What follows belongs to an exercise in optimizing a design on an open flow for small area and a short achievable clock period; a production flow would make more cautious choices.
The RTL was checked by simulation tests, not by an equivalence proof against the original design.
Power is estimated from default activity; no workload was simulated.

==> flow/design.v (excerpt) <==
module fir_reload_ctrl #(
    parameter int          NUM_TAPS      = 129,
    parameter int          COEFF_WIDTH   = 16,
    parameter logic [7:0]  SR_COEFF_IDX  = 8'd128,
    parameter logic [7:0]  SR_COEFF_DATA = 8'd129,
    parameter logic [7:0]  SR_COMMIT     = 8'd130
) (
    input  logic                   ce_clk,
    input  logic                   ce_rst_n,
    input  logic                   set_stb,
    input  logic [7:0]             set_addr,
    input  logic [31:0]            set_data,
    output logic [COEFF_WIDTH-1:0] o_reload_tdata,
    output logic                   o_reload_tlast,
    output logic                   o_reload_tvalid,
    input  logic                   o_reload_tready,
    output logic [7:0]             o_config_tdata,
    output logic                   o_config_tvalid,
    input  logic                   o_config_tready,
    output logic                   busy,
    output logic [15:0]            reload_count,
    output logic [1:0]             err,
    output logic [31:0]            checksum
);
clock: 5.0 ns
lec_check: 0
cap_margin: 20
core_margin: 2
core_utilization: 60
setup_slack_margin: 2.8
slew_margin: 20
tns_end_percent: 100
run.sh (not shown) runs the stock make flow with config.mk's settings and CLKGATE_MAP_FILE= SYNTH_SCRIPT=/design/flow/synth_recipe.tcl, a recipe that flattens the netlist after the stock synthesis.
Edit:
- CORE_UTILIZATION: 60 -> 40
- SETUP_SLACK_MARGIN: 2.8 -> default
- TNS_END_PERCENT: 100 -> default
Result: Combinational power is lower by 22%. Die area climbs by 49%. Flip-flop and latch count stays the same. Register-to-register slack is worse by 0.38 ns. Wire length fell by 6.5%.
Edit:
- CORE_UTILIZATION: 40 -> 60
- CTS_CLUSTER_DIAMETER: default -> 80
- CTS_CLUSTER_SIZE: default -> 30
- SETUP_SLACK_MARGIN: default -> 2.8
- TNS_END_PERCENT: default -> 100
After rerunning:
- The changed run produced a clean layout
- total power decreases by about a fifth
- clock-buffer cell count decreases by 158
- sequential share of layout area decreases by 0.84 points
- register-to-register slack improved by 0.44 ns
- area after synthesis is unchanged
- worst setup slack improved by 0.44 ns
- via count increases by a few percent
- core utilization increases by 24 points
- wire length increases by a few percent
- final area increases slightly
- non-clock buffer count increases by 325

---

== alpha ==
fir_reload_ctrl, a different RTL version from the one above (not shown whole).
Size: roughly 4700 cells after synthesis, roughly 2300 flip-flops, about 120 I/O pins, ~84000 µm² of cells after synthesis.
Settings: LEC_CHECK=0, CAP_MARGIN=20, CORE_MARGIN=2, CORE_UTILIZATION=50, CTS_CLUSTER_DIAMETER=90, CTS_CLUSTER_SIZE=28, PLACE_DENSITY=0.6, SETUP_SLACK_MARGIN=2.75, SLEW_MARGIN=20, TNS_END_PERCENT=100; clock period 5.0 ns.
For beta, these inputs were changed with respect to alpha:
--- a/flow/config.mk
+++ b/flow/config.mk
@@ -8,9 +8,8 @@
 export CAP_MARGIN = 20
 export CORE_MARGIN = 2
-export CORE_UTILIZATION = 50
-export CTS_CLUSTER_DIAMETER = 90
-export CTS_CLUSTER_SIZE = 28
-export PLACE_DENSITY = 0.6
-export SETUP_SLACK_MARGIN = 2.75
+export CORE_UTILIZATION = 45
+export CTS_CLUSTER_DIAMETER = 80
+export CTS_CLUSTER_SIZE = 24
+export SETUP_SLACK_MARGIN = 2.5
 export SLEW_MARGIN = 20
 export TNS_END_PERCENT = 100
Summary of beta over alpha: cell area after placement went up by 360 µm²; global-route wire length before repair went down by 12 mm; path length in cells of the critical path went up by 2; via density per instance went down by 0.36. Comparing headroom to the max-slew limit for alpha and beta, the bigger number came from beta.
The following lists how gamma was set up differently from beta:
--- a/flow/config.mk
+++ b/flow/config.mk
@@ -9,7 +9,8 @@
 export CORE_MARGIN = 2
 export CORE_UTILIZATION = 45
-export CTS_CLUSTER_DIAMETER = 80
-export CTS_CLUSTER_SIZE = 24
-export SETUP_SLACK_MARGIN = 2.5
+export CTS_CLUSTER_DIAMETER = 90
+export CTS_CLUSTER_SIZE = 28
+export PLACE_DENSITY = 0.55
+export SETUP_SLACK_MARGIN = 2.9
 export SLEW_MARGIN = 20
 export TNS_END_PERCENT = 100
gamma did not stop at any stage, and its layout met the timing, DRC and antenna checks. Cell with the biggest individual delay on the critical path = sky130_fd_sc_hd__dfrtp_2: beta; cell with the biggest individual delay on the critical path = sky130_fd_sc_hd__edfxtp_1: gamma. When gamma is measured against beta, its total power turns out about 1.6% lower. | met3 demand-to-capacity share in global routing | gamma vs beta | 0.25 points higher |. Area added between synthesis and finish came out higher on gamma than on beta. Delta (gamma minus beta): fmax grew by about 4.3%, core occupancy in the finished layout has increased, clock skew went up, routing usage on met2 saw an increase. Delta (gamma minus beta): sum of buffers and inverters on the critical path went down, flip-flop and latch count did not really move, final cell count went up.
[inputs] delta vs gamma
--- a/flow/config.mk
+++ b/flow/config.mk
@@ -9,8 +9,9 @@
 export CORE_MARGIN = 2
 export CORE_UTILIZATION = 45
+export CTS_BUF_LIST = sky130_fd_sc_hd__clkbuf_8 sky130_fd_sc_hd__clkbuf_16
 export CTS_CLUSTER_DIAMETER = 90
 export CTS_CLUSTER_SIZE = 28
 export PLACE_DENSITY = 0.55
-export SETUP_SLACK_MARGIN = 2.9
+export SETUP_SLACK_MARGIN = 2.75
 export SLEW_MARGIN = 20
 export TNS_END_PERCENT = 100
==> comparison <==
Layout-stage area growth over the synthesis result in delta is 1.6 points below gamma. [compare] base=gamma new=delta: part of the cycle the worst path needs down 0.54 points; normalized max-slew margin decreased by 2.2 points relative to the old numbers; sequential share of layout area saw an increase; cell leakage power decreased by 1.9% relative to the old numbers; reported net switching power down 0.97%. The higher met1 routed wirelength after detailed routing of gamma and delta is in delta. The fraction of power consumed by combinational cells was comparable across gamma and delta. delta: total wire length after detailed routing 7.6 mm below gamma. gamma ended up with o_reload_tdata[11] as its end of the critical path; delta ended up with o_reload_tdata[15]. Compare gamma and delta | utilization higher: gamma.

---

Setup of run A:
fir_reload_ctrl again, from the RTL that the note above started with.
==> flow/config.mk <==
export PLATFORM = sky130hd
export DESIGN_NAME = fir_reload_ctrl
export DESIGN_NICKNAME = fir_reload_ctrl
export VERILOG_FILES = /design/flow/design.v
export SDC_FILE = /design/flow/constraint.sdc
export NUM_CORES = 4
export LEC_CHECK = 0
export CAP_MARGIN = 20
export CORE_MARGIN = 2
export CORE_UTILIZATION = 45
export CTS_CLUSTER_DIAMETER = 70
export CTS_CLUSTER_SIZE = 30
export PLACE_DENSITY = 0.5
export SETUP_SLACK_MARGIN = 2.5
export SLEW_MARGIN = 20
export TNS_END_PERCENT = 100
==> flow/constraint.sdc <==
create_clock -name core_clock -period 5.0 [get_ports {ce_clk}]
set_input_delay 1.0000 -clock core_clock [delete_from_list [all_inputs] [get_ports {ce_clk}]]
set_output_delay 1.0000 -clock core_clock [all_outputs]
set_load 0.01 [all_outputs]
Run A was carried through to the last stage, and its layout satisfied the timing, DRC and antenna checks.
Inputs modified between run A and run B:
# run A
export LEC_CHECK = 0
export CAP_MARGIN = 20
export CORE_MARGIN = 2
export CORE_UTILIZATION = 45
export CTS_CLUSTER_DIAMETER = 70
export CTS_CLUSTER_SIZE = 30
export PLACE_DENSITY = 0.5
export SETUP_SLACK_MARGIN = 2.5
export SLEW_MARGIN = 20
export TNS_END_PERCENT = 100
create_clock -name core_clock -period 5.0 [get_ports {ce_clk}]
# run B
export LEC_CHECK = 0
export CAP_MARGIN = 20
export CORE_MARGIN = 2
export CORE_UTILIZATION = 45
export CTS_CLUSTER_DIAMETER = 90
export CTS_CLUSTER_SIZE = 28
export PLACE_DENSITY = 0.55
export SETUP_SLACK_MARGIN = 2.75
export SLEW_MARGIN = 20
export TNS_END_PERCENT = 100
create_clock -name core_clock -period 5.0 [get_ports {ce_clk}]
Findings:
- Worst hold slack on run B is down relative to run A.
- Run B against run A: sequential portion of the cell area increased by 0.30 points relative to the old numbers; routed length on met2 closely matched the old numbers; core utilization decreased by 0.20 points relative to the old numbers; via count increased by 1.7% relative to the old numbers.
Relative to run B, the following input files were edited for run C:
# run B
export LEC_CHECK = 0
export CAP_MARGIN = 20
export CORE_MARGIN = 2
export CORE_UTILIZATION = 45
export CTS_CLUSTER_DIAMETER = 90
export CTS_CLUSTER_SIZE = 28
export PLACE_DENSITY = 0.55
export SETUP_SLACK_MARGIN = 2.75
export SLEW_MARGIN = 20
export TNS_END_PERCENT = 100
create_clock -name core_clock -period 5.0 [get_ports {ce_clk}]
# run C
export LEC_CHECK = 0
export CAP_MARGIN = 20
export CORE_MARGIN = 2
export CORE_UTILIZATION = 45
export CTS_CLUSTER_DIAMETER = 90
export CTS_CLUSTER_SIZE = 28
export SETUP_SLACK_MARGIN = 2.6
export SLEW_MARGIN = 20
export TNS_END_PERCENT = 100
create_clock -name core_clock -period 5.0 [get_ports {ce_clk}]
- Taking run B as the reference, in run C routed length per placed instance dropped 5.8%; wire length shows a reduction of 19000 um; static power due to leakage dropped 1.2%; number of vias per cell -0.060.
- Worst setup slack for register-to-register paths sits lower in run C than in run B.
- Compared with run B, run C shows a maximum frequency from static timing analysis that is 4.8% lower.
- Core utilization for run C is lower than for run B.
- Looking at met2 usage across run B and run C, the one that comes out lower is run C.
- No run among run B and run C stopped early or left any final violation; all are clean.
- Summary: with run B as the reference, total of clock buffers placed in the layout in run C moved up by a few percent.
- Run C — worst setup slack after layout 0.12 ns lower, run B as reference

---

fir_reload_ctrl, a different RTL version from the one above (not shown whole).
Size in the first run: about 4800 cells after synthesis, roughly 2300 flip-flops, about 120 I/O pins, about 83000 um^2 of cells after synthesis.
Settings: LEC_CHECK=0, CAP_MARGIN=20, CORE_MARGIN=2, CORE_UTILIZATION=45, CTS_CLUSTER_DIAMETER=90, CTS_CLUSTER_SIZE=28, PLACE_DENSITY=0.55, SETUP_SLACK_MARGIN=2.75, SLEW_MARGIN=20, TNS_END_PERCENT=100; clock period 5.0 ns.
The baseline completed without violations.
Edit:
--- a/flow/config.mk
+++ b/flow/config.mk
@@ -13,2 +13 @@
-export PLACE_DENSITY = 0.55
-export SETUP_SLACK_MARGIN = 2.75
+export SETUP_SLACK_MARGIN = 2.6
The new run passed the timing, DRC and antenna checks.
Total power goes down by 0.48%.
Via count goes down by 1.4%.
Clock skew goes up by 0.0058 ns.
Hold slack improves by 0.33 ns.

==> afterwards: timing with drivers on the ports <==
No port has a modelled driver above. Below, the same layouts with a new extraction and two added sets of constraints.
Step 1 (the two cells are an assumption about what drives the block):
set clk [get_ports {ce_clk}]
set_driving_cell -lib_cell sky130_fd_sc_hd__clkbuf_16 $clk
set_driving_cell -lib_cell sky130_fd_sc_hd__buf_2 [delete_from_list [all_inputs] $clk]
Step 2 also shifts input and output timing later by t, the mid clock arrival at the registers, as if the neighbouring blocks saw the same clock.
a / b / c = ideal / step 1 / step 2; a / b = the first two.
| run | t, ns | slack for setup (ns) | worst hold slack (ns) | clock arrival spread, ns | worst register clock-pin slew, ns |
|---|---|---|---|---|---|
| the first run of note 1 | 0.917 | 1.861 / 1.861 / 1.861 | 0.263 / 0.194 / 0.474 | 0.032 / 0.033 | 0.07 / 0.07 |
| the second run of note 1 | 0.919 | 1.479 / 1.479 / 1.479 | 0.316 / 0.248 / 0.453 | 0.054 / 0.054 | 0.07 / 0.07 |
| the third run of note 1 | 0.836 | 1.919 / 1.919 / 1.919 | 0.325 / 0.261 / 0.479 | 0.050 / 0.050 | 0.12 / 0.12 |
| alpha | 0.832 | 2.557 / 2.473 / 2.015 | 0.412 / 0.348 / 0.485 | 0.047 / 0.047 | 0.12 / 0.12 |
| beta | 0.864 | 2.440 / 2.360 / 1.910 | 0.367 / 0.307 / 0.475 | 0.052 / 0.052 | 0.10 / 0.10 |
| gamma | 0.845 | 2.545 / 2.465 / 2.121 | 0.358 / 0.299 / 0.470 | 0.054 / 0.054 | 0.12 / 0.12 |
| delta | 0.839 | 2.572 / 2.490 / 2.072 | 0.113 / 0.051 / 0.475 | 0.052 / 0.052 | 0.12 / 0.12 |
| run A | 0.918 | 2.395 / 2.395 / 1.863 | 0.339 / 0.265 / 0.461 | 0.053 / 0.053 | 0.11 / 0.11 |
| run B | 0.838 | 2.575 / 2.493 / 2.065 | 0.112 / 0.050 / 0.475 | 0.053 / 0.053 | 0.12 / 0.12 |
| run C | 0.835 | 2.453 / 2.371 / 1.995 | 0.390 / 0.327 / 0.472 | 0.051 / 0.051 | 0.12 / 0.12 |
| the first run of note 4 | 0.843 | 2.569 / 2.485 / 2.044 | 0.039 / -0.020 / 0.447 | 0.068 / 0.068 | 0.12 / 0.12 |
| the second run of note 4 | 0.838 | 2.569 / 2.484 / 1.900 | 0.366 / 0.306 / 0.452 | 0.071 / 0.072 | 0.11 / 0.11 |
After both steps setup and hold are still met in every run listed. For the second run of note 4, which loses most, drivers alone change the setup slack by -0.085 ns; drivers and shift together by -0.669 ns.
